Context: an optimization exercise on an open-source flow, tuned for small area, a short achievable clock period and few clock cycles per item. The choices shown serve that exercise and are no tape-out recipe.
Only simulation tests tie the RTL to the original design; equivalence was not proved.

### design/flow/design.v
`timescale 1ns / 1ps
package lsm_pkg;
    localparam int LatBits  = 24;
    localparam int FracBits = 16;
    localparam int MeanBits = LatBits + FracBits;
    localparam int CvBits   = 17;
    localparam logic [CvBits-1:0] CvOne = 17'h10000;
    localparam logic [1:0] REG_BURN   = 2'd0;
    localparam logic [1:0] REG_MINS   = 2'd1;
    localparam logic [1:0] REG_STABLE = 2'd2;
    localparam logic [1:0] REG_THRESH = 2'd3;
    localparam int CdRows = 1;
endpackage
`timescale 1ns / 1ps
import lsm_pkg::*;
module lsm_unit (
    input  logic                clk,
    input  logic                rst_n,
    input  logic                in_valid,
    output logic                in_take,
    input  logic [15:0]         in_count,
    input  logic [17:0]         in_count3,    
    input  logic [MeanBits-1:0] in_mean,
    input  logic [LatBits-1:0]  in_min,
    input  logic [63:0]         in_p,         
    input  logic                in_burning,
    input  logic                in_restart,
    output logic                out_valid,
    input  logic                out_take,
    output logic [15:0]         out_count,
    output logic [MeanBits-1:0] out_mean,
    output logic [LatBits-1:0]  out_min,
    output logic [39:0]         out_sd,
    output logic                out_skip,      
    output logic                out_burning,
    output logic                out_restart
);
    localparam logic [1:0] PK_NONE = 2'd0;    
    localparam logic [1:0] PK_STEP = 2'd1;    
    localparam logic [1:0] PK_SKIP = 2'd2;    
    localparam logic [1:0] PK_ZERO = 2'd3;    
    logic                 busy_reg;
    logic                 done_reg;
    logic [5:0]           vs_reg;      
    logic [5:0]           ss_reg;      
    logic [1:0]           pk_reg;      
    logic                 lead_reg;    
    logic [15:0]          count_reg;
    logic [MeanBits-1:0]  mean_reg;
    logic [LatBits-1:0]   min_reg;
    logic                 burning_reg;
    logic                 restart_reg;
    logic                 skip_reg;
    logic [63:0]          sq_reg;      
    logic [15:0]          d_reg;       
    logic [17:0]          d3_reg;      
    logic [63:0]          vq_reg;      
    logic [15:0]          vr_reg;      
    logic [40:0]          sr_reg;      
    logic [39:0]          root_reg;
    assign in_take   = in_valid && (!(busy_reg || done_reg) || (done_reg && out_take));
    assign out_valid = done_reg;
    assign out_count = count_reg;
    assign out_mean  = mean_reg;
    assign out_min   = min_reg;
    assign out_sd    = root_reg;
    assign out_skip  = skip_reg || (root_reg >= mean_reg);
    assign out_burning = burning_reg;
    assign out_restart = restart_reg;
    logic [64:0] acc;
    logic [63:0] sq_new;
    always_comb
    begin
        acc    = {1'b0, (in_restart ? 64'd0 : sq_reg)} +
                 {1'b0, (in_burning ? 64'd0 : in_p)};
        sq_new = acc[64] ? '1 : acc[63:0];
    end
    logic [63:0] vq_n;
    logic [15:0] vr_n;
    logic        vskip;
    logic        vnz;
    always_comb
    begin
        logic [17:0] t;
        logic [18:0] e1, e2, e3;
        vskip = lead_reg && (vr_reg[15:8] == '0) &&
                ({vr_reg[7:0], vq_reg[63:56]} < d_reg) && (vs_reg <= 6'd28);
        t  = {vr_reg, vq_reg[63:62]};
        e1 = {1'b0, t} - {3'b000, d_reg};
        e2 = {1'b0, t} - {2'b00, d_reg, 1'b0};
        e3 = {1'b0, t} - {1'b0, d3_reg};
        vq_n = {vq_reg[61:0], 2'b00};
        vnz  = 1'b1;
        if (!e3[18])
        begin
            vq_n[1:0] = 2'd3;
            vr_n      = e3[15:0];
        end
        else if (!e2[18])
        begin
            vq_n[1:0] = 2'd2;
            vr_n      = e2[15:0];
        end
        else if (!e1[18])
        begin
            vq_n[1:0] = 2'd1;
            vr_n      = e1[15:0];
        end
        else
        begin
            vr_n = t[15:0];
            vnz  = 1'b0;
        end
    end
    logic [40:0] sr_n;
    logic [39:0] root_n;
    always_comb
    begin
        logic [42:0] r4;
        logic [42:0] trial;
        logic [43:0] d;
        r4     = {sr_reg, ((pk_reg == PK_STEP) ? vq_reg[1:0] : 2'b00)};
        trial  = {1'b0, root_reg, 2'b01};
        d      = {1'b0, r4} - {1'b0, trial};
        root_n = {root_reg[38:0], ~d[43]};
        sr_n   = d[43] ? r4[40:0] : d[40:0];
    end
    logic [5:0] ss_n;
    assign ss_n = ss_reg + ((pk_reg == PK_SKIP) ? 6'd4 :
                            (pk_reg == PK_NONE) ? 6'd0 : 6'd1);
    always_ff @(posedge clk or negedge rst_n)
    begin
        if (!rst_n)
        begin
            busy_reg <= 1'b0;
            done_reg <= 1'b0;
            vs_reg   <= '0;
            ss_reg   <= '0;
            pk_reg   <= PK_NONE;
            lead_reg <= 1'b1;
            sq_reg   <= '0;
        end
        else
        begin
            if (in_take)
            begin
                sq_reg   <= sq_new;
                vs_reg   <= '0;
                ss_reg   <= '0;
                pk_reg   <= PK_NONE;
                lead_reg <= 1'b1;
                if (in_count < 16'd2 || in_mean == '0)
                begin
                    busy_reg <= 1'b0;
                    done_reg <= 1'b1;
                end
                else
                begin
                    busy_reg <= 1'b1;
                    done_reg <= 1'b0;
                end
            end
            else if (busy_reg)
            begin
                ss_reg <= ss_n;
                if (vs_reg == 6'd32)
                    pk_reg <= PK_ZERO;
                else if (vskip)
                begin
                    vs_reg <= vs_reg + 6'd4;
                    pk_reg <= PK_SKIP;
                end
                else
                begin
                    vs_reg <= vs_reg + 6'd1;
                    pk_reg <= PK_STEP;
                    if (vnz)
                        lead_reg <= 1'b0;
                end
                if (ss_n == 6'd40)
                begin
                    busy_reg <= 1'b0;
                    done_reg <= 1'b1;
                end
            end
            else if (done_reg && out_take)
                done_reg <= 1'b0;
        end
    end
    always_ff @(posedge clk)
    begin
        if (in_take)
        begin
            count_reg   <= in_count;
            mean_reg    <= in_mean;
            min_reg     <= in_min;
            burning_reg <= in_burning;
            restart_reg <= in_restart;
            skip_reg    <= (in_count < 16'd2 || in_mean == '0);
            d_reg       <= in_count - 16'd1;
            d3_reg      <= in_count3 - 18'd3;
            vq_reg      <= sq_new;
            vr_reg      <= '0;
            sr_reg      <= '0;
            root_reg    <= '0;
        end
        else if (busy_reg)
        begin
            if (vs_reg != 6'd32)
            begin
                if (vskip)
                begin
                    vq_reg <= {vq_reg[55:0], 8'd0};
                    vr_reg <= {vr_reg[7:0], vq_reg[63:56]};
                end
                else
                begin
                    vq_reg <= vq_n;
                    vr_reg <= vr_n;
                end
            end
            if (pk_reg == PK_STEP || pk_reg == PK_ZERO)
            begin
                sr_reg   <= sr_n;
                root_reg <= root_n;
            end
        end
    end
endmodule
module lsm_cvdiv (
    input  logic                clk,
    input  logic                rst_n,
    input  logic                in_valid,
    output logic                in_take,
    input  logic [15:0]         in_count,
    input  logic [MeanBits-1:0] in_mean,
    input  logic [LatBits-1:0]  in_min,
    input  logic [39:0]         in_sd,
    input  logic                in_skip,
    input  logic                in_burning,
    input  logic                in_restart,
    input  logic [15:0]         cfg_mins,
    input  logic [7:0]          cfg_stable,
    input  logic [16:0]         cfg_thresh,
    output logic                m_valid,
    input  logic                m_ready,
    output logic [111:0]        m_data,
    output logic [1:0]          m_user
);
    localparam int CdCycles = 16 / CdRows;
    typedef enum logic [1:0] {
        C_IDLE, C_CD, C_FIN, C_OUT
    } cstate_t;
    cstate_t              state_reg;
    logic                 valid_reg;
    logic [4:0]           cnt_reg;
    logic [15:0]          count_reg;
    logic [MeanBits-1:0]  mean_reg;
    logic [LatBits-1:0]   min_reg;
    logic                 burning_reg;
    logic                 restart_reg;
    logic [39:0]          rem_reg;
    logic [CvBits-1:0]    cv_reg;
    logic [7:0]           run_reg;
    logic                 settled_reg;
    logic                 mins_ok_reg;    
    assign in_take = in_valid && (state_reg == C_IDLE);
    assign m_valid = valid_reg;
    assign m_data  = {7'd0, run_reg, cv_reg, min_reg, mean_reg, count_reg};
    assign m_user  = {settled_reg, burning_reg};
    logic [39:0] rem_n;
    logic [15:0] cq_n;
    always_comb
    begin
        logic [40:0] t;
        logic [41:0] d;
        rem_n = rem_reg;
        cq_n  = cv_reg[15:0];
        for (int i = 0; i < CdRows; i++)
        begin
            t     = {rem_n, 1'b0};
            d     = {1'b0, t} - {2'b00, mean_reg};
            cq_n  = {cq_n[14:0], ~d[41]};
            rem_n = d[41] ? t[39:0] : d[39:0];
        end
    end
    logic [7:0] run_n;
    logic       settled_n;
    always_comb
    begin
        logic [7:0] run0, run_inc;
        logic       ok;
        run0    = restart_reg ? 8'd0 : run_reg;
        run_inc = (run0 != 8'hFF) ? run0 + 8'd1 : run0;
        ok      = mins_ok_reg && (cv_reg < cfg_thresh);
        if (burning_reg)
        begin
            run_n     = run0;
            settled_n = (run0 >= cfg_stable);
        end
        else if (ok)
        begin
            run_n     = run_inc;
            settled_n = (run_inc >= cfg_stable);
        end
        else
        begin
            run_n     = 8'd0;
            settled_n = (cfg_stable == 8'd0);
        end
    end
    always_ff @(posedge clk or negedge rst_n)
    begin
        if (!rst_n)
        begin
            state_reg <= C_IDLE;
            valid_reg <= 1'b0;
            cnt_reg   <= '0;
            run_reg   <= '0;
        end
        else
        begin
            unique case (state_reg)
                C_IDLE:
                begin
                    cnt_reg <= '0;
                    if (in_take)
                        state_reg <= in_skip ? C_FIN : C_CD;
                end
                C_CD:
                begin
                    cnt_reg <= cnt_reg + 5'd1;
                    if (cnt_reg == 5'(CdCycles - 1))
                        state_reg <= C_FIN;
                end
                C_FIN:
                begin
                    run_reg   <= run_n;
                    valid_reg <= 1'b1;
                    state_reg <= C_OUT;
                end
                C_OUT:
                begin
                    if (m_ready)
                    begin
                        valid_reg <= 1'b0;
                        state_reg <= C_IDLE;
                    end
                end
                default:
                    state_reg <= C_IDLE;
            endcase
        end
    end
    always_ff @(posedge clk)
    begin
        if (in_take)
        begin
            count_reg   <= in_count;
            mean_reg    <= in_mean;
            min_reg     <= in_min;
            burning_reg <= in_burning;
            restart_reg <= in_restart;
            mins_ok_reg <= (in_count >= cfg_mins);
            rem_reg     <= in_sd;
            cv_reg      <= in_skip ? CvOne : '0;
        end
        else
        begin
            if (state_reg == C_CD)
            begin
                rem_reg <= rem_n;
                cv_reg  <= {1'b0, cq_n};
            end
            if (state_reg == C_FIN)
                settled_reg <= settled_n;
        end
    end
endmodule
`timescale 1ns / 1ps
import lsm_pkg::*;
module latency_stability_monitor_core (
    input  logic         clk,
    input  logic         rst_n,
    input  logic         s_axis_tvalid,
    output logic         s_axis_tready,
    input  logic [23:0]  s_axis_tdata,    
    input  logic         s_axis_tuser,    
    output logic         m_axis_tvalid,
    input  logic         m_axis_tready,
    output logic [111:0] m_axis_tdata,
    output logic [1:0]   m_axis_tuser,    
    input  logic         cfg_we,
    input  logic [1:0]   cfg_addr,
    input  logic [16:0]  cfg_wdata
);
    typedef enum logic [2:0] {
        A_IDLE, A_PREP, A_MD, A_MU, A_MUL, A_DONE
    } astate_t;
    astate_t             state_reg;
    logic                pend_reg;      
    logic [4:0]          cnt_reg;       
    logic [7:0]          burn_reg;
    logic [15:0]         count_reg;
    logic [17:0]         count3_reg;    
    logic [MeanBits-1:0] mean_reg;
    logic [LatBits-1:0]  min_reg;
    logic [7:0]          cfg_burn_reg;
    logic [15:0]         cfg_mins_reg;
    logic [7:0]          cfg_stable_reg;
    logic [16:0]         cfg_thresh_reg;
    logic [LatBits-1:0]  lat_reg;
    logic                rst_reg;       
    logic                up_reg;
    logic                burning_reg;
    logic                restart_reg;
    logic [MeanBits-1:0] mag_reg;    
    logic [MeanBits-1:0] q_reg;      
    logic [15:0]         r_reg;      
    logic [MeanBits-1:0] hi_reg;     
    logic take, hand, hand2;
    logic                b_valid;
    logic [15:0]         b_count;
    logic [MeanBits-1:0] b_mean;
    logic [LatBits-1:0]  b_min;
    logic [39:0]         b_sd;
    logic                b_skip, b_burning, b_restart;
    lsm_unit u_var (
        .clk(clk), .rst_n(rst_n),
        .in_valid(state_reg == A_DONE), .in_take(hand),
        .in_count(count_reg), .in_count3(count3_reg), .in_mean(mean_reg),
        .in_min(min_reg), .in_p({hi_reg, mag_reg[MeanBits-1:FracBits]}), .in_burning(burning_reg),
        .in_restart(restart_reg),
        .out_valid(b_valid), .out_take(hand2),
        .out_count(b_count), .out_mean(b_mean), .out_min(b_min),
        .out_sd(b_sd), .out_skip(b_skip), .out_burning(b_burning),
        .out_restart(b_restart)
    );
    lsm_cvdiv u_cv (
        .clk(clk), .rst_n(rst_n),
        .in_valid(b_valid), .in_take(hand2),
        .in_count(b_count), .in_mean(b_mean), .in_min(b_min), .in_sd(b_sd),
        .in_skip(b_skip), .in_burning(b_burning), .in_restart(b_restart),
        .cfg_mins(cfg_mins_reg), .cfg_stable(cfg_stable_reg),
        .cfg_thresh(cfg_thresh_reg),
        .m_valid(m_axis_tvalid), .m_ready(m_axis_tready),
        .m_data(m_axis_tdata), .m_user(m_axis_tuser)
    );
    assign s_axis_tready = !pend_reg;
    assign take = s_axis_tvalid && !pend_reg;
    logic [7:0]          burn_e;
    logic [15:0]         count_e;
    logic [17:0]         count3_e;
    logic [MeanBits-1:0] mean_e;
    logic [LatBits-1:0]  min_e;
    logic                burn_in;
    logic                inc;
    logic [MeanBits-1:0] x_ext;
    logic [MeanBits:0]   dxm;
    logic [MeanBits-1:0] dmx;
    always_comb
    begin
        burn_e   = rst_reg ? 8'd0 : burn_reg;
        count_e  = rst_reg ? 16'd0 : count_reg;
        count3_e = rst_reg ? 18'd0 : count3_reg;
        mean_e   = rst_reg ? '0 : mean_reg;
        min_e    = rst_reg ? '1 : min_reg;
        burn_in  = burn_e < cfg_burn_reg;
        inc      = count_e != 16'hFFFF;
        x_ext    = {lat_reg, {FracBits{1'b0}}};
        dxm      = {1'b0, x_ext} - {1'b0, mean_e};
        dmx      = mean_e - x_ext;
    end
    logic [MeanBits-1:0] q_n;
    logic [15:0]         r_n;
    logic                mskip;
    always_comb
    begin
        logic [17:0] t;
        logic [18:0] e1, e2, e3;
        mskip = (r_reg[15:8] == '0) &&
                ({r_reg[7:0], q_reg[MeanBits-1:MeanBits-8]} < count_reg) &&
                (cnt_reg <= 5'd16);
        t   = {r_reg, q_reg[MeanBits-1:MeanBits-2]};
        e1  = {1'b0, t} - {3'b000, count_reg};
        e2  = {1'b0, t} - {2'b00, count_reg, 1'b0};
        e3  = {1'b0, t} - {1'b0, count3_reg};
        q_n = {q_reg[MeanBits-3:0], 2'b00};
        if (!e3[18])
        begin
            q_n[1:0] = 2'd3;
            r_n      = e3[15:0];
        end
        else if (!e2[18])
        begin
            q_n[1:0] = 2'd2;
            r_n      = e2[15:0];
        end
        else if (!e1[18])
        begin
            q_n[1:0] = 2'd1;
            r_n      = e1[15:0];
        end
        else
            r_n = t[15:0];
    end
    logic [MeanBits+1:0] psum;
    logic                uskip;
    assign psum  = {2'b00, hi_reg} + q_reg * mag_reg[1:0];
    assign uskip = (mag_reg[7:0] == '0) && (cnt_reg <= 5'd16);
    logic [4:0] cnt_n;
    assign cnt_n = cnt_reg + ((mskip && state_reg == A_MD) ||
                              (uskip && state_reg == A_MUL) ? 5'd4 : 5'd1);
    always_ff @(posedge clk or negedge rst_n)
    begin
        if (!rst_n)
        begin
            state_reg      <= A_IDLE;
            pend_reg       <= 1'b0;
            cnt_reg        <= '0;
            burn_reg       <= '0;
            count_reg      <= '0;
            count3_reg     <= '0;
            mean_reg       <= '0;
            min_reg        <= '1;
            burning_reg    <= 1'b0;
            restart_reg    <= 1'b0;
            cfg_burn_reg   <= 8'd5;
            cfg_mins_reg   <= 16'd5;
            cfg_stable_reg <= 8'd5;
            cfg_thresh_reg <= 17'd1966;
        end
        else
        begin
            if (take)
                pend_reg <= 1'b1;
            unique case (state_reg)
                A_IDLE:
                begin
                    if (pend_reg)
                        state_reg <= A_PREP;
                end
                A_PREP:
                begin
                    pend_reg    <= 1'b0;
                    restart_reg <= rst_reg;
                    count_reg   <= count_e;
                    count3_reg  <= count3_e;
                    mean_reg    <= mean_e;
                    min_reg     <= min_e;
                    cnt_reg     <= '0;
                    if (burn_in)
                    begin
                        burn_reg    <= burn_e + 8'd1;
                        burning_reg <= 1'b1;
                        state_reg   <= A_DONE;
                    end
                    else
                    begin
                        burn_reg    <= burn_e;
                        burning_reg <= 1'b0;
                        if (inc)
                        begin
                            count_reg  <= count_e + 16'd1;
                            count3_reg <= count3_e + 18'd3;
                        end
                        if (lat_reg < min_e)
                            min_reg <= lat_reg;
                        state_reg   <= A_MD;
                    end
                end
                A_MD:
                begin
                    cnt_reg <= cnt_n;
                    if (cnt_n == 5'd20)
                        state_reg <= A_MU;
                end
                A_MU:
                begin
                    mean_reg  <= mean_reg + (q_reg ^ {MeanBits{!up_reg}}) +
                                 {{(MeanBits-1){1'b0}}, !up_reg};
                    cnt_reg   <= '0;
                    state_reg <= A_MUL;
                end
                A_MUL:
                begin
                    cnt_reg <= cnt_n;
                    if (cnt_n == 5'd20)
                        state_reg <= A_DONE;
                end
                A_DONE:
                begin
                    if (hand)
                        state_reg <= pend_reg ? A_PREP : A_IDLE;
                end
                default:
                    state_reg <= A_IDLE;
            endcase
            if (cfg_we)
            begin
                unique case (cfg_addr)
                    REG_BURN:   cfg_burn_reg   <= cfg_wdata[7:0];
                    REG_MINS:   cfg_mins_reg   <= cfg_wdata[15:0];
                    REG_STABLE: cfg_stable_reg <= cfg_wdata[7:0];
                    REG_THRESH: cfg_thresh_reg <= cfg_wdata;
                    default:    cfg_burn_reg   <= cfg_burn_reg;
                endcase
            end
        end
    end
    always_ff @(posedge clk)
    begin
        if (take)
        begin
            lat_reg <= s_axis_tdata;
            rst_reg <= s_axis_tuser;
        end
        unique case (state_reg)
            A_PREP:
            begin
                up_reg  <= !dxm[MeanBits];
                mag_reg <= dxm[MeanBits] ? dmx : dxm[MeanBits-1:0];
                q_reg   <= dxm[MeanBits] ? dmx : dxm[MeanBits-1:0];
                r_reg   <= '0;
            end
            A_MD:
            begin
                if (mskip)
                begin
                    q_reg <= {q_reg[MeanBits-9:0], 8'd0};
                    r_reg <= {r_reg[7:0], q_reg[MeanBits-1:MeanBits-8]};
                end
                else
                begin
                    q_reg <= q_n;
                    r_reg <= r_n;
                end
            end
            A_MU:
            begin
                q_reg  <= mag_reg - q_reg;    
                hi_reg <= '0;
            end
            A_MUL:
            begin
                if (uskip)
                begin
                    hi_reg  <= {8'd0, hi_reg[MeanBits-1:8]};
                    mag_reg <= {hi_reg[7:0], mag_reg[MeanBits-1:8]};
                end
                else
                begin
                    hi_reg  <= psum[MeanBits+1:2];
                    mag_reg <= {psum[1:0], mag_reg[MeanBits-1:2]};
                end
            end
            default:
            begin
            end
        endcase
    end
endmodule
### design/flow/run.sh
#!/bin/bash
# synth_recipe.tcl (not shown) runs the flow's synth.tcl, then flattens the netlist and writes it again
# the make line also repeats each setting of config.mk as NAME=value (left out here)
make -C /OpenROAD-flow-scripts/flow DESIGN_CONFIG=/design/flow/config.mk WORK_HOME=/design/flow/orfs CLKGATE_MAP_FILE= SYNTH_SCRIPT=/design/flow/synth_recipe.tcl finish
### design/flow/config.mk
export PLATFORM = sky130hd
export DESIGN_NAME = latency_stability_monitor_core
export DESIGN_NICKNAME = latency_stability_monitor_core
export VERILOG_FILES = /design/flow/design.v
export SDC_FILE = /design/flow/constraint.sdc
export NUM_CORES = 4
export LEC_CHECK = 0
export ABC_AREA = 1
export CAP_MARGIN = 20
export CORE_MARGIN = 2
export CORE_UTILIZATION = 48
export SETUP_SLACK_MARGIN = 2.7
export SLEW_MARGIN = 20
### design/flow/constraint.sdc
create_clock -name core_clock -period 6.0 [get_ports {clk}]
set_input_delay 1.2000 -clock core_clock [delete_from_list [all_inputs] [get_ports {clk}]]
set_output_delay 1.2000 -clock core_clock [all_outputs]
set_load 0.01 [all_outputs]
==> metrics.cfg, run 1 <==
[route]
viasPerCell = 5.85
dr.pass1.iters = 6
ant_nets = 0
wl_per_cell_microns = 23.2
drc_errors = 0
vias = 65655
drtIter0Drc = 6857
wl_mm = 261

[floorplanning]
initial_core_util_pct = 48.4
fp.dieArea_sq_mm = 0.142
die_w_microns = 376
core_area_sq_mm = 0.137
chipHeight_microns = 376
top_level_ports = 165
fp-row-count = 136

[logic_synthesis]
synth-seq-area-share_pct = 34.7
synth_top_family_by_area = simple AND/OR/NAND/NOR gates
synth.distinct_cells = 77
yosys.area.top_type = edfxtp_1
synthSimpleGateAreaFrac_pct = 20.0
synthMuxAreaShare_pct = 0
async_reset_ff_share_pct = 31.2
synth_fa_ha_area_share_pct = 12.5
synthXorXnorAreaFrac_pct = 4.75
synth-seq-cells = 844
synth-compound-area-share_pct = 18.5
synthTopCellsByArea = edfxtp_1 (22%), ha_1 (11%), nand2_1 (9.9%)
syn_avg_cell_area_sq_um = 7.52
synth_ff_type = edfxtp_1
synth_edf_count = 484
synthCells = 8856
synth_top_area_share_pct = 21.8
synth_commonest_cells = nand2_1 (1,753), inv_1 (1,345), nor2_1 (876), o21ai_0 (732), a21oi_1 (718)
syn_area_sq_mm = 0.0666
yosysMostFrequentCell = nand2_1
ys_warn_count = 3

[worst_setup_path]
worst_setup_path_start_kind = flop
critPathSlowestCell = edfxtp_1
path_cells = nor2_2 > ha_2 > nand2_2 > nor2_4 > nand3_2 > nor2_2 > inv_2 > nor2_4 > inv_4 > nand2_1 > xor2_1 > inv_1 > ha_1 > o21a_1 > o21a_1 > o211ai_1 > nand2_1 > a21o_1 > a21oi_1 > a21oi_1 > o21ai_1 > nand2_1
cpMostUsedCell = nand2_1
crit_cells = 22
cp.arrival_ps = 4120
worst_path_dominant_cell_family = simple AND/OR/NAND/NOR gates
critPathBufInv = 3
cpPeakStageDelay_ps = 520
required_ps = 6460
setup.worst_path.class = reg2reg
reg2reg_depth = 22
crit_path_end_kind = flop
cp_max_fo = 6

[clock_network]
ctsRootBufferMaster = clkbuf_16
clockBufferDepth = 3
clk_latency_ps = 740
cts.sinks = 844
cts.htree.levels = 3
cts_tree = yes
cts.reportedPaths.clkPinSlew_ps = 70
numCtsBuffers = 100
hold_buffers = 0

[min_path]
hold_path.class = in2async

[final_layout]
utilization_pct = 60.5
areaGrowthSynthToFinish_pct = 24.9
drive_gt1_share_pct = 18.7
finalNetCount = 10017

[timing]
post-route-period-util_pct = 61.0
finalSetupTns_ps = 0
maxSlewHeadroom_pct = 30.4
finalHoldViolations = 0
clock_skew_ps = 42.0
fmax_mhz = 273
finalCriticalPeriod_ps = 3660
setup_violations = 0
slew_violations = 0
whs_ps = 409
rsz0062_at_grt = true
tightest_slew_ps = 1040

[grt]
track_usage_pct = 34.8
grt_pass1_wl_mm = 376
grt_pass1_vias = 60738
antenna_found_initial = 1
grt_max_degree = 204
gr-total-overflow = 0

[placement]
gp_congestion = 1.05
hpwl_mm = 193
port_buffers = 157

[outcome]
status = complete, no violations

[run]
cap_violations = 0

-- final cells by class --
type / instances / area, sq um
fillers: 12409 / 54300
multi-input cells: 6404 / 42800
flip-flops and latches: 844 / 23100
repair buffers: 618 / 6340
inverters: 1364 / 5250
clock buffers: 139 / 2760
well taps: 1794 / 2240
clock inverters: 50 / 514
repair inverters: 4 / 73.8
diodes: 2 / 5.00
-- routing by layer --
| metal | wire, microns | GRT usage (%) | up-vias |
|---|---|---|---|
| li1 | - | - | 30732 |
| met1 | 114000 | 49.6 | 31449 |
| met2 | 113000 | 53.3 | 2887 |
| met3 | 20800 | 4.66 | 587 |
| met4 | 13300 | 13.8 | 0 |
| met5 | 0 | 0 | - |
-- timing repair --
action	4_1_cts	5_1_grt
buffers inserted	157	225
pin swaps	90	335
cloned	9	17
hold endpoints to repair	0	0
endpoints found under the setup margin	473	451
resized for setup	501	1132
-- cell usage in the layout, fill, tap and decap left out, types with 95 or more instances in the layout --
cell type,count
nor2_4,104
o211ai_1,95
ha_4,102
nand3_1,255
o21ai_0,559
buf_4,332
ha_1,453
nand2_1,1603
o21ai_1,144
nand2_2,123
dfrtp_1,207
nor2_1,695
nor2_2,99
clkbuf_16,114
clkdlybuf4s50_1,156
inv_1,1257
edfxtp_1,484
xnor2_1,117
dfxtp_1,97
a21oi_1,610
xor2_1,217
-- cells by family (layout without fill, tap and decap cells) --
logic type | after synthesis | count (layout)
other cells | 1 | 9
buf+inv | 1618 | 2175
flops | 844 | 844
simple gates | 3241 | 3245
fa+ha+maj | 632 | 632
xor+xnor | 361 | 361
compound gates | 2159 | 2159
-- path summary, 6_finish.rpt --
path | from | to | slack [ps]
worst max-delay path | u_cv.restart_reg | u_cv.settled_reg | 2340
worst min-delay path | rst_n | cnt_reg[0] | 410
worst max register to register | u_cv.restart_reg | u_cv.settled_reg | 2340
worst min register to register | u_var.min_reg[15] | u_cv.min_reg[15] | 420
max in group asynchronous | rst_n | u_var.vs_reg[3] | 4220
min in group core_clock | u_var.min_reg[15] | u_cv.min_reg[15] | 420
-- through the flow --
| stage | worst slack (ps) | instances | instance area, sq um |
|---|---|---|---|
| after floorplan | 2700 | 8862 | 66700 |
| after global placement | 869 | 10619 | 69800 |
| after detailed placement | 1390 | 10620 | 69800 |
| after CTS | 2570 | 10975 | 76500 |
| after global routing | 2160 | 11217 | 83200 |
| final | 2340 | 11219 | 83200 |
Testbench counts, summed over its fixed seeds: cycles 75,397, items 2,400.
==> inputs of run 2 (changes only) <==
--- a/design/flow/design.v
+++ b/design/flow/design.v
@@ -46,5 +46,4 @@
     logic [1:0]           pk_reg;      
     logic                 lead_reg;    
-    logic [15:0]          count_reg;
     logic [MeanBits-1:0]  mean_reg;
     logic [LatBits-1:0]   min_reg;
@@ -61,5 +60,5 @@
     assign in_take   = in_valid && (!(busy_reg || done_reg) || (done_reg && out_take));
     assign out_valid = done_reg;
-    assign out_count = count_reg;
+    assign out_count = d_reg + 16'd1;
     assign out_mean  = mean_reg;
     assign out_min   = min_reg;
@@ -192,5 +191,22 @@
         if (in_take)
         begin
-            count_reg   <= in_count;
+            vq_reg <= sq_new;
+            vr_reg <= '0;
+        end
+        else if (vskip)
+        begin
+            vq_reg <= {vq_reg[55:0], 8'd0};
+            vr_reg <= {vr_reg[7:0], vq_reg[63:56]};
+        end
+        else
+        begin
+            vq_reg <= vq_n;
+            vr_reg <= vr_n;
+        end
+    end
+    always_ff @(posedge clk)
+    begin
+        if (in_take)
+        begin
             mean_reg    <= in_mean;
             min_reg     <= in_min;
@@ -200,6 +216,4 @@
             d_reg       <= in_count - 16'd1;
             d3_reg      <= in_count3 - 18'd3;
-            vq_reg      <= sq_new;
-            vr_reg      <= '0;
             sr_reg      <= '0;
             root_reg    <= '0;
@@ -207,17 +221,4 @@
         else if (busy_reg)
         begin
-            if (vs_reg != 6'd32)
-            begin
-                if (vskip)
-                begin
-                    vq_reg <= {vq_reg[55:0], 8'd0};
-                    vr_reg <= {vr_reg[7:0], vq_reg[63:56]};
-                end
-                else
-                begin
-                    vq_reg <= vq_n;
-                    vr_reg <= vr_n;
-                end
-            end
             if (pk_reg == PK_STEP || pk_reg == PK_ZERO)
             begin
@@ -356,4 +357,11 @@
     begin
         if (in_take)
+            rem_reg <= in_sd;
+        else
+            rem_reg <= rem_n;
+    end
+    always_ff @(posedge clk)
+    begin
+        if (in_take)
         begin
             count_reg   <= in_count;
@@ -363,5 +371,4 @@
             restart_reg <= in_restart;
             mins_ok_reg <= (in_count >= cfg_mins);
-            rem_reg     <= in_sd;
             cv_reg      <= in_skip ? CvOne : '0;
         end
@@ -369,8 +376,5 @@
         begin
             if (state_reg == C_CD)
-            begin
-                rem_reg <= rem_n;
                 cv_reg  <= {1'b0, cq_n};
-            end
             if (state_reg == C_FIN)
                 settled_reg <= settled_n;
@@ -611,4 +615,13 @@
     always_ff @(posedge clk)
     begin
+        if (state_reg == A_PREP)
+            r_reg <= '0;
+        else if (mskip)
+            r_reg <= {r_reg[7:0], q_reg[MeanBits-1:MeanBits-8]};
+        else
+            r_reg <= r_n;
+    end
+    always_ff @(posedge clk)
+    begin
         if (take)
         begin
@@ -622,5 +635,4 @@
                 mag_reg <= dxm[MeanBits] ? dmx : dxm[MeanBits-1:0];
                 q_reg   <= dxm[MeanBits] ? dmx : dxm[MeanBits-1:0];
-                r_reg   <= '0;
             end
             A_MD:
@@ -629,10 +641,8 @@
                 begin
                     q_reg <= {q_reg[MeanBits-9:0], 8'd0};
-                    r_reg <= {r_reg[7:0], q_reg[MeanBits-1:MeanBits-8]};
                 end
                 else
                 begin
                     q_reg <= q_n;
-                    r_reg <= r_n;
                 end
             end
--- a/design/flow/config.mk
+++ b/design/flow/config.mk
@@ -9,5 +9,5 @@
 export CAP_MARGIN = 20
 export CORE_MARGIN = 2
-export CORE_UTILIZATION = 48
+export CORE_UTILIZATION = 55
 export SETUP_SLACK_MARGIN = 2.7
 export SLEW_MARGIN = 20
==> run 2 against run 1 <==
Against the previous run:
- routed wire length decreased by 4.7%
- worst setup slack improved by 120 ps
- synthesized cell count is 2.5% lower
- die area decreased by 16%
- sequential share of layout area shrank 0.46 points
- non-clock buffer count fell by 53
- critical endpoint is now q_reg[33]
==> metrics.cfg, run 2 <==
[worst_setup_path]
required_ps = 6450  ; about the same
r2r_start = rst_reg
reg2reg_depth = 21  ; -4.5%
ff2ff_setup_slack_ps = 2460  ; +120 ps
setup.worst_path.class = reg2reg
crit_path_start = rst_reg
cp_max_fo = 8  ; +2
crit_path_end_kind = flop
endpoint = q_reg[33]
r2r_end = q_reg[33]
cp.arrival_ps = 3980  ; -140 ps
worst_setup_path_start_kind = flop

[placement]
gp_congestion = 1.06  ; +1.3%
hpwl_mm = 181  ; -6.0%
port_buffers = 157  ; unchanged
pre_cts_slack_ps = 1180  ; -210 ps

[route]
drtIter0Drc = 7546  ; +10%
ant_nets = 0  ; unchanged
vias = 65230  ; -0.65%
dr.pass1.iters = 7  ; +1
drc_errors = 0  ; unchanged
wl_per_cell_microns = 23.3  ; about the same
viasPerCell = 6.11  ; +4.3%
wl_mm = 248  ; -4.7%

[logic_synthesis]
async_reset_ff_share_pct = 31.8  ; +0.60 points
synthTopCellsByArea = edfxtp_1 (16%), ha_1 (11%), nand2_1 (9.9%)
synth-seq-area-share_pct = 33.4  ; -1.3 points
ys_warn_count = 3  ; unchanged
yosys.area.top_type = edfxtp_1
syn_avg_cell_area_sq_um = 7.43  ; -1.2%
synth_top_area_share_pct = 16.3  ; -5.5 points
syn_area_sq_mm = 0.0641  ; -3.7%
synth.distinct_cells = 73  ; -5.2%
synth_ff_type = edfxtp_1
synth-seq-cells = 828  ; -1.9%
yosysMostFrequentCell = nand2_1
synth_commonest_cells = nand2_1 (1,693), inv_1 (1,268), nor2_1 (838), a21oi_1 (712), o21ai_0 (692)
synth_edf_count = 348  ; -28%
synthCells = 8635  ; -2.5%

[timing]
post-route-period-util_pct = 58.9  ; -2.0 points
layout_setup_ws_ps = 2460  ; +120 ps
slew_violations = 0  ; unchanged
maxSlewHeadroom_pct = 26.5  ; -4.0 points
finalCriticalPeriod_ps = 3540  ; -120 ps
finalHoldViolations = 0  ; unchanged
rsz0062_at_grt = true
setup_violations = 0  ; unchanged
finalSetupTns_ps = 0  ; unchanged
fmax_mhz = 283  ; +3.4%
clock_skew_ps = 31.6  ; -10.4 ps
tightest_slew_ps = 1100  ; +59.4 ps

[final_layout]
layout_common_cells = nand2_1 (1,538), inv_1 (1,192), nor2_1 (712), a21oi_1 (612), o21ai_0 (539)
drive_gt1_share_pct = 16.2  ; -2.5 points
multi_input_area_sq_mm = 0.0410  ; -4.4%
finalNetCount = 9753  ; -2.6%
layout_commonest_cell = nand2_1
areaGrowthSynthToFinish_pct = 22.3
fillerInstances = 9892  ; -20%
regArea_sq_mm = 0.0214  ; -7.3%

[grt]
antenna_found_initial = 3  ; +2
grt_pass1_vias = 60673  ; -0.11%
grt_max_degree = 147  ; -28%
gr-total-overflow = 0  ; unchanged
grt_pass1_wl_mm = 364  ; -3.2%
track_usage_pct = 39.3  ; +4.6 points

[min_path]
hold_path.class = in2async

[clock_network]
clk_latency_ps = 720  ; -20 ps
cts_tree = yes
hold_buffers = 0  ; unchanged
cts.reportedPaths.clkPinSlew_ps = 70  ; about the same
cts.sinks = 828  ; -1.9%
clockBufferDepth = 3  ; unchanged
numCtsBuffers = 96  ; -4.0%
cts.htree.levels = 3  ; unchanged
ctsRootBufferMaster = clkbuf_16

[run]
cap_violations = 0  ; unchanged

[floorplanning]
chipHeight_microns = 345  ; -8.2%
fp-row-count = 125  ; -8.1%
initial_core_util_pct = 55.3  ; +6.9 points
fp.dieArea_sq_mm = 0.119  ; -16%
core_area_sq_mm = 0.116  ; -16%
die_w_microns = 345  ; -8.2%
top_level_ports = 165  ; unchanged

[outcome]
status = complete, no violations

==> run 2: cell types whose count changed after synthesis, sizes merged, moves of 17 or more <==
cell	before	now
clkbuf	154	174
inv	1360	1279
nand3	293	327
nand2	1764	1699
buf	100	74
a22oi	49	104
o21ai	844	731
nand4	93	64
nor4	27	44
a21o	47	66
edfxtp	484	348
nor2	898	849
dfxtp	97	217
==> run 2: how the worst min path moves through the flow <==
stage	start	end
after floorplan	u_var.burning_reg	u_cv.burning_reg
after global placement	u_var.min_reg[1]	u_cv.min_reg[1]
after detailed placement	u_var.min_reg[13]	u_cv.min_reg[13]
after CTS	rst_n	cfg_thresh_reg[11]
after global routing	rst_n	cfg_thresh_reg[11]
final	rst_n	cfg_thresh_reg[11]
==> run 2: routing by layer <==
layer / vias to the layer above / wire [microns] / GRT usage [%]
met2: 3587 / 105000 / 58.9
li1: 29929 / - / -
met3: 801 / 26600 / 8.12
met5: - / 118 / 0
met1: 30907 / 100000 / 53.8
met4: 6 / 15800 / 20.1
==> run 2: repair_timing <==
action	CTS	global route
endpoints found under the hold margin	0	0
buffers inserted	180	156
gates resized for setup	456	812
pin swaps	98	199
endpoints found under the setup margin	531	384
cloned	19	12
==> run 2: cell families (layout without fill, tap and decap cells) <==
kind of cell               Yosys count  in the layout  synth area share, %
other                                1             11              0.00585
xor gates and xnor gates           379            379                 5.18
buffers and inverters             1535           2040                 9.24
DFF                                828            828                 33.4
AOI/OAI and AO/OA                 2109           2109                 19.0
adders and majority gates          633            633                 12.9
and+or+nand+nor                   3150           3159                 20.2
==> run 2: worst max-delay path, stage by stage, from the launching register on <==
cell and delay, ps:
edfxtp_1 430, buf_6 180, buf_12 150, buf_6 120, buf_6 110, nor2_4 170
inv_2 80, ha_4 160, a21o_1 190, a21oi_2 130, o21bai_1 80, a21oi_1 160
o211ai_1 180, nor2_4 210, buf_12 140, buf_12 130, clkinv_16 90, nand2_8 70
nand2_4 70, xor2_4 200, a21oi_1 130, o21ai_0 80
==> run 2: final cells by class <==
class | instances | share of cell area [%]
clock inverters | 56 | 0.910
flip-flops and latches | 828 | 27.4
well taps | 1524 | 2.43
repair inverters | 6 | 0.105
clock buffers | 126 | 3.35
diodes | 4 | 0.0128
multi-input cells | 6287 | 52.2
inverters | 1287 | 6.31
repair buffers | 565 | 7.29
==> run 2: per-stage QoR <==
| stage | hold slack, ps | cell area, sq um | std cells | util [%] |
|---|---|---|---|---|
| 3_3_place_gp | 401 | 67000 | 10130 | 57.9 |
| 4_1_cts | 356 | 74000 | 10511 | 63.8 |
| 3_5_place_dp | 405 | 67000 | 10130 | 57.9 |
| 2_1_floorplan | 400 | 64200 | 8641 | - |
| 6_report | 359 | 78400 | 10683 | 67.7 |
| 5_1_grt | 370 | 78400 | 10679 | 67.6 |
Testbench counts of run 2, summed over its fixed seeds: cycles 75,397, items 2,400.
==> inputs of run 3 (changes only) <==
--- a/design/flow/config.mk
+++ b/design/flow/config.mk
@@ -9,5 +9,5 @@
 export CAP_MARGIN = 20
 export CORE_MARGIN = 2
-export CORE_UTILIZATION = 55
+export CORE_UTILIZATION = 60
 export SETUP_SLACK_MARGIN = 2.7
 export SLEW_MARGIN = 20
==> run 3 against run 2 <==
Against the previous run:
- design area down 1.7%
- worst hold slack improved by 54 ps
- still clean on timing, DRC and antenna
- cell count is 1.6% lower
- via count increased by 2.0%
- highest routed layer is now met4
- area after synthesis is the same
==> metrics.cfg, run 3 <==
[logic_synthesis]
synthCells = 8635  ; unchanged
synthXorXnorAreaFrac_pct = 5.18  ; unchanged
syn_area_sq_mm = 0.0641  ; unchanged
synthMuxAreaShare_pct = 0  ; unchanged
synth_edf_count = 348  ; unchanged
synth_top_area_share_pct = 16.3  ; unchanged
synthTopCellsByArea = edfxtp_1 (16%), ha_1 (11%), nand2_1 (9.9%)
synth_ff_type = edfxtp_1
async_reset_ff_share_pct = 31.8  ; unchanged
synth_top_family_by_area = simple AND/OR/NAND/NOR gates
synthSimpleGateAreaFrac_pct = 20.2  ; unchanged
synth-seq-area-share_pct = 33.4  ; unchanged
synth_commonest_cells = nand2_1 (1,693), inv_1 (1,268), nor2_1 (838), a21oi_1 (712), o21ai_0 (692)
yosys.area.top_type = edfxtp_1
synth_fa_ha_area_share_pct = 12.9  ; unchanged
syn_avg_cell_area_sq_um = 7.43  ; unchanged
synth-seq-cells = 828  ; unchanged
ys_warn_count = 3  ; unchanged
synth.distinct_cells = 73  ; unchanged
synth-compound-area-share_pct = 19.0  ; unchanged
yosysMostFrequentCell = nand2_1

[final_layout]
layout_common_cells = nand2_1 (1,555), inv_1 (1,204), nor2_1 (748), a21oi_1 (626), o21ai_0 (554)
layout_commonest_cell = nand2_1
multi_input_area_sq_mm = 0.0404  ; -1.4%
drive_gt1_share_pct = 14.6  ; -1.6 points
fin_area_sq_mm = 0.0770  ; -1.7%
areaGrowthSynthToFinish_pct = 20.2
finalNetCount = 9728  ; -0.26%
fillerInstances = 7979  ; -19%
regArea_sq_mm = 0.0214  ; about the same
final_cells = 10517  ; -1.6%

[worst_setup_path]
critPathSlowestCell = fa_1
ff2ff_setup_slack_ps = 2280  ; -180 ps
reg2reg_depth = 21  ; unchanged
r2r_start = mag_reg[0]
worst_path_dominant_cell_family = buffers and inverters
cp_max_fo = 5  ; -3
setup.worst_path.class = reg2reg
cp.arrival_ps = 4140  ; +160 ps
r2r_end = hi_reg[21]
critPathBufInv = 8  ; unchanged
required_ps = 6420  ; -30 ps
path_cells = buf_6 > buf_6 > buf_8 > buf_16 > nand2_4 > fa_1 > inv_2 > ha_4 > buf_4 > a21oi_2 > o21ai_1 > a21oi_2 > inv_1 > a31oi_1 > inv_1 > nand2_1 > nand3_2 > nand3_2 > nand3_4 > nor2_2 > o22ai_2
crit_path_end_kind = flop
cpPeakStageDelay_ps = 430  ; about the same
worst_setup_path_start_kind = flop

[route]
wl_mm = 249  ; +0.36%
vias = 66547  ; +2.0%
dr.pass1.iters = 8  ; +1
wl_per_cell_microns = 23.7  ; +1.9%
ant_nets = 0  ; unchanged
drc_errors = 0  ; unchanged
viasPerCell = 6.33  ; +3.6%
drtIter0Drc = 9320  ; +24%

[floorplanning]
die_w_microns = 331  ; -4.2%
chipHeight_microns = 331  ; -4.2%
initial_core_util_pct = 60.7  ; +5.3 points
core_area_sq_mm = 0.106  ; -8.8%
fp.dieArea_sq_mm = 0.110  ; -8.2%
top_level_ports = 165  ; unchanged
fp-row-count = 119  ; -4.8%

[clock_network]
cts_tree = yes
clk_latency_ps = 710  ; about the same
cts.sinks = 828  ; unchanged
clockBufferDepth = 3  ; unchanged
ctsRootBufferMaster = clkbuf_16
cts.htree.levels = 3  ; unchanged
numCtsBuffers = 90  ; -6.3%
cts.reportedPaths.clkPinSlew_ps = 70  ; about the same
hold_buffers = 0  ; unchanged

[timing]
tightest_slew_ps = 982  ; -122 ps
maxSlewHeadroom_pct = 34.6  ; +8.1 points
fmax_mhz = 269  ; -4.9%
slew_violations = 0  ; unchanged
setup_violations = 0  ; unchanged
clock_skew_ps = 27.7  ; -3.90 ps
post-route-period-util_pct = 62.0  ; +3.1 points
finalCriticalPeriod_ps = 3720  ; +183 ps
finalHoldViolations = 0  ; unchanged
rsz0062_at_grt = true
finalSetupTns_ps = 0  ; unchanged
whs_ps = 413  ; +54.1 ps

[placement]
gp_congestion = 1.04  ; -1.6%
place_area_sq_mm = 0.0669  ; -0.19%
port_buffers = 157  ; unchanged
dp.cells = 10002  ; -1.3%
hpwl_mm = 179  ; -1.1%

[outcome]
status = complete, no violations

[min_path]
hp-start = u_var.min_reg[4]
min_to = u_cv.min_reg[4]
hold_path.class = reg2reg
worstHoldPathCells = 0

[grt]
antenna_found_initial = 3  ; unchanged
gr-total-overflow = 0  ; unchanged
grt_max_degree = 122  ; -17%
grt_pass1_wl_mm = 362  ; -0.58%
grt_pass1_vias = 61550  ; +1.4%
track_usage_pct = 43.1  ; +3.8 points

[run]
cap_violations = 0  ; unchanged

## run 3: area by class of cell
cell class	instances	share of cell area [%]
multi-input combinational	6282	52.4
timing repair buffer	549	6.95
timing repair inverter	8	0.115
antenna	3	0.00974
tap	1391	2.26
clock buffer	121	3.33
sequential	828	27.8
clock inverter	48	0.661
inverter	1287	6.41
## run 3: worst max path at each step
stage / from / end / slack [ps] / depth (start not counted)
global placement: restart_reg / u_var.sq_reg[61] / 1500 / 14
CTS: u_cv.restart_reg / u_cv.settled_reg / 2510 / 23
detailed placement: restart_reg / u_var.sq_reg[58] / 1480 / 14
finish: mag_reg[0] / hi_reg[21] / 2280 / 21
floorplan: rst_reg / q_reg[1] / 2710 / 18
global route: mag_reg[1] / hi_reg[35] / 2290 / 19
## run 3: logic make-up after synthesis
kind of cell / after synthesis
xor+xnor: 379
flops: 828
simple gates: 3150
other cells: 1
fa+ha+maj: 633
buf+inv: 1535
compound gates: 2109
## run 3: layer usage
metal / track usage (%) / vias to the layer above / share of wire (%)
met5: 0.0435 / - / 0
met1: 56.9 / 31111 / 38
met4: 26.4 / 0 / 8.2
met2: 65.0 / 4458 / 42
li1: - / 29858 / -
met3: 9.29 / 1120 / 12
## run 3: timing repair
item | in CTS | in global routing
endpoints found under the setup margin | 554 | 454
hold endpoints to repair | 0 | 0
gates cloned | 21 | 5
resized for setup | 510 | 566
buffers inserted | 179 | 138
pin swaps | 103 | 183
## run 3: per-stage QoR
step	setup WS, ps	utilization, %
2_1_floorplan	2710	-
3_3_place_gp	1500	63.3
3_5_place_dp	1480	63.3
4_1_cts	2510	69.8
5_1_grt	2290	72.9
6_report	2280	72.9
==> inputs of run 4 (changes only) <==
--- a/design/flow/config.mk
+++ b/design/flow/config.mk
@@ -9,5 +9,6 @@
 export CAP_MARGIN = 20
 export CORE_MARGIN = 2
-export CORE_UTILIZATION = 60
+export CORE_UTILIZATION = 55
+export PLACE_DENSITY = 0.7
 export SETUP_SLACK_MARGIN = 2.7
 export SLEW_MARGIN = 20
==> run 4 against run 3 <==
Against the previous run:
- still clean on timing, DRC and antenna
- synthesized cell count stayed put
- register-to-register slack better by 60 ps
- count of clock-buffer cells in the layout grew 11
- routed wire length increased by 2.1%
- non-clock buffer count fell by 3
- fmax is 1.7% higher
- sequential share of layout area is 0.074 points lower
==> metrics.cfg, run 4 <==
[route]
wl_per_cell_microns = 23.9  ; +0.79%
vias = 65304  ; -1.9%
dr.pass1.iters = 9  ; +1
viasPerCell = 6.13  ; -3.1%
drtIter0Drc = 7491  ; -20%
drc_errors = 0  ; unchanged
ant_nets = 0  ; unchanged
wl_mm = 255  ; +2.1%

[worst_setup_path]
setup.worst_path.class = reg2reg
cp_max_fo = 6  ; +1
cp.arrival_ps = 4110  ; -30 ps
crit_path_start = q_reg[15]
r2r_start = q_reg[15]
required_ps = 6450  ; +30 ps
worst_setup_path_start_kind = flop
crit_path_end_kind = flop

[final_layout]
finalNetCount = 9727  ; -0.010%
areaGrowthSynthToFinish_pct = 20.4
drive_gt1_share_pct = 14.2  ; -0.38 points
layout_common_cells = nand2_1 (1,586), inv_1 (1,208), nor2_1 (731), a21oi_1 (621), o21ai_0 (565)
layout_commonest_cell = nand2_1

[logic_synthesis]
synthSimpleGateAreaFrac_pct = 20.2  ; unchanged
synth-compound-area-share_pct = 19.0  ; unchanged
syn_area_sq_mm = 0.0641  ; unchanged
synth.distinct_cells = 73  ; unchanged
yosysMostFrequentCell = nand2_1
synthXorXnorAreaFrac_pct = 5.18  ; unchanged
synth-seq-area-share_pct = 33.4  ; unchanged
synthCells = 8635  ; unchanged
synth_fa_ha_area_share_pct = 12.9  ; unchanged
synth_top_family_by_area = simple AND/OR/NAND/NOR gates
synth-seq-cells = 828  ; unchanged
synth_edf_count = 348  ; unchanged
ys_warn_count = 3  ; unchanged
synthMuxAreaShare_pct = 0  ; unchanged
synthTopCellsByArea = edfxtp_1 (16%), ha_1 (11%), nand2_1 (9.9%)
synth_commonest_cells = nand2_1 (1,693), inv_1 (1,268), nor2_1 (838), a21oi_1 (712), o21ai_0 (692)
syn_avg_cell_area_sq_um = 7.43  ; unchanged
synth_top_area_share_pct = 16.3  ; unchanged
async_reset_ff_share_pct = 31.8  ; unchanged
synth_ff_type = edfxtp_1
yosys.area.top_type = edfxtp_1

[timing]
post-route-period-util_pct = 61.0  ; -1.0 points
rsz0062_at_grt = true
clock_skew_ps = 60.0  ; +32.3 ps
layout_setup_ws_ps = 2340  ; +61.3 ps
finalSetupTns_ps = 0  ; unchanged
finalCriticalPeriod_ps = 3660  ; -61.3 ps
slew_violations = 0  ; unchanged
tightest_slew_ps = 947  ; -34.5 ps
setup_violations = 0  ; unchanged
finalHoldViolations = 0  ; unchanged
fmax_mhz = 273  ; +1.7%
maxSlewHeadroom_pct = 36.9  ; +2.3 points

[grt]
grt_pass1_vias = 61053  ; -0.81%
antenna_found_initial = 4  ; +1
track_usage_pct = 40.4  ; -2.8 points
gr-total-overflow = 0  ; unchanged
grt_max_degree = 103  ; -16%
grt_pass1_wl_mm = 371  ; +2.4%

[floorplanning]
fp.dieArea_sq_mm = 0.119  ; +9.0%
die_w_microns = 345  ; +4.4%
fp-row-count = 125  ; +5.0%
top_level_ports = 165  ; unchanged
core_area_sq_mm = 0.116  ; +9.6%
chipHeight_microns = 345  ; +4.4%
initial_core_util_pct = 55.3  ; -5.3 points

[placement]
gp_congestion = 1.05  ; +0.91%
port_buffers = 157  ; unchanged
pre_cts_slack_ps = 1460  ; -24.6 ps
hpwl_mm = 189  ; +5.4%

[outcome]
status = complete, no violations

[clock_network]
cts.htree.levels = 3  ; unchanged
cts.sinks = 828  ; unchanged
clk_latency_ps = 760  ; +50 ps
clockBufferDepth = 3  ; unchanged
hold_buffers = 0  ; unchanged
cts_tree = yes
numCtsBuffers = 97  ; +7.8%
cts.reportedPaths.clkPinSlew_ps = 70  ; about the same
ctsRootBufferMaster = clkbuf_16

[min_path]
hp-start = u_var.min_reg[2]
hold_path.class = reg2reg

[run]
cap_violations = 0  ; unchanged

-- run 4: cell type report --
cell class / instances / area [sq um]
antenna: 2 / 5.00
clock buffer: 132 / 2700
clock inverter: 52 / 654
fill: 9920 / 38700
inverter: 1287 / 4930
multi-input combinational: 6280 / 40100
sequential: 828 / 21400
tap: 1524 / 1910
timing repair buffer: 546 / 5480
timing repair inverter: 5 / 47.5
-- run 4: worst max-delay path, stage by stage, from the launching register on --
cell      delay [ps]
edfxtp_1         710
nand2_1          150
fa_1             520
inv_2             50
ha_4             260
a21oi_1          190
inv_1            120
a31oi_2          250
o211ai_1         200
a21oi_2          230
inv_2             60
a21oi_2          130
inv_1             70
nand2_1           70
nand2_2           80
nand2_2           80
nand2_1           50
nand2_1           60
a21oi_1           50
-- run 4: logic make-up (layout without fill, tap and decap cells) --
| kind of cell | count (synthesis) | in the layout |
|---|---|---|
| simple gates | 3150 | 3152 |
| compound gates | 2109 | 2109 |
| buf+inv | 1535 | 2022 |
| flops | 828 | 828 |
| fa+ha+maj | 633 | 633 |
| xor+xnor | 379 | 379 |
| other cells | 1 | 9 |
-- run 4: final timing paths --
kind | cells after the start | slack [ps] | end
max | 18 | 2340 | hi_reg[36]
min | 0 | 420 | u_cv.min_reg[2]
max reg2reg | 18 | 2340 | hi_reg[36]
min reg2reg | 0 | 420 | u_cv.min_reg[2]
max in group asynchronous | 2 | 4170 | u_var.sq_reg[49]
min in group asynchronous | 1 | 530 | u_cv.run_reg[5]
-- run 4: layer usage --
layer	up-vias	track usage, %	share of wire, %
met5	-	0	0.016
met4	6	23.4	7.3
met3	924	7.15	9.8
met2	3593	63.4	44
met1	30943	52.3	39
li1	29838	-	-
-- run 4: repair_timing --
action / CTS / global route
gates cloned: 14 / 11
buffers inserted: 151 / 151
endpoints found under the setup margin: 561 / 431
pin swaps: 73 / 176
resized for setup: 447 / 576
-- run 4: through the flow --
| step | area, sq um | hold WS, ps | instances | util [%] |
|---|---|---|---|---|
| after global routing | 77200 | 421 | 10654 | 66.6 |
| after global placement | 67100 | 402 | 10143 | 57.9 |
| after detailed placement | 67100 | 405 | 10143 | 57.9 |
| final | 77200 | 417 | 10656 | 66.6 |
| after CTS | 73700 | 418 | 10492 | 63.6 |
| after floorplan | 64200 | 400 | 8641 | - |

==> what the ideal ports hide <==
The flow's constraints put no driver on any port. The routed layouts listed below were extracted and timed again, unchanged, in two steps.
Step 1 (the two cells are an assumption about what drives the block):
set clk [get_ports {clk}]
set_driving_cell -lib_cell sky130_fd_sc_hd__clkbuf_16 $clk
set_driving_cell -lib_cell sky130_fd_sc_hd__buf_2 [delete_from_list [all_inputs] $clk]
Step 2 moves the port delays by t, midway between the first and last clock arrival at a register: inputs arrive t later, outputs are due t later. That takes back most of the time a late clock gives input paths.
a / b / c = ideal / step 1 / step 2; a / b = the first two.
run | t, ns | setup WS [ns] | clock arrival spread, ns
run 1 | 0.799 | 2.343 / 2.343 / 2.343 | 0.042 / 0.042
run 2 | 0.797 | 2.463 / 2.463 / 2.463 | 0.032 / 0.033
run 3 | 0.772 | 2.280 / 2.280 / 2.280 | 0.029 / 0.029
run 4 | 0.812 | 2.341 / 2.341 / 2.341 | 0.060 / 0.060
After both steps every run listed still meets setup and hold.
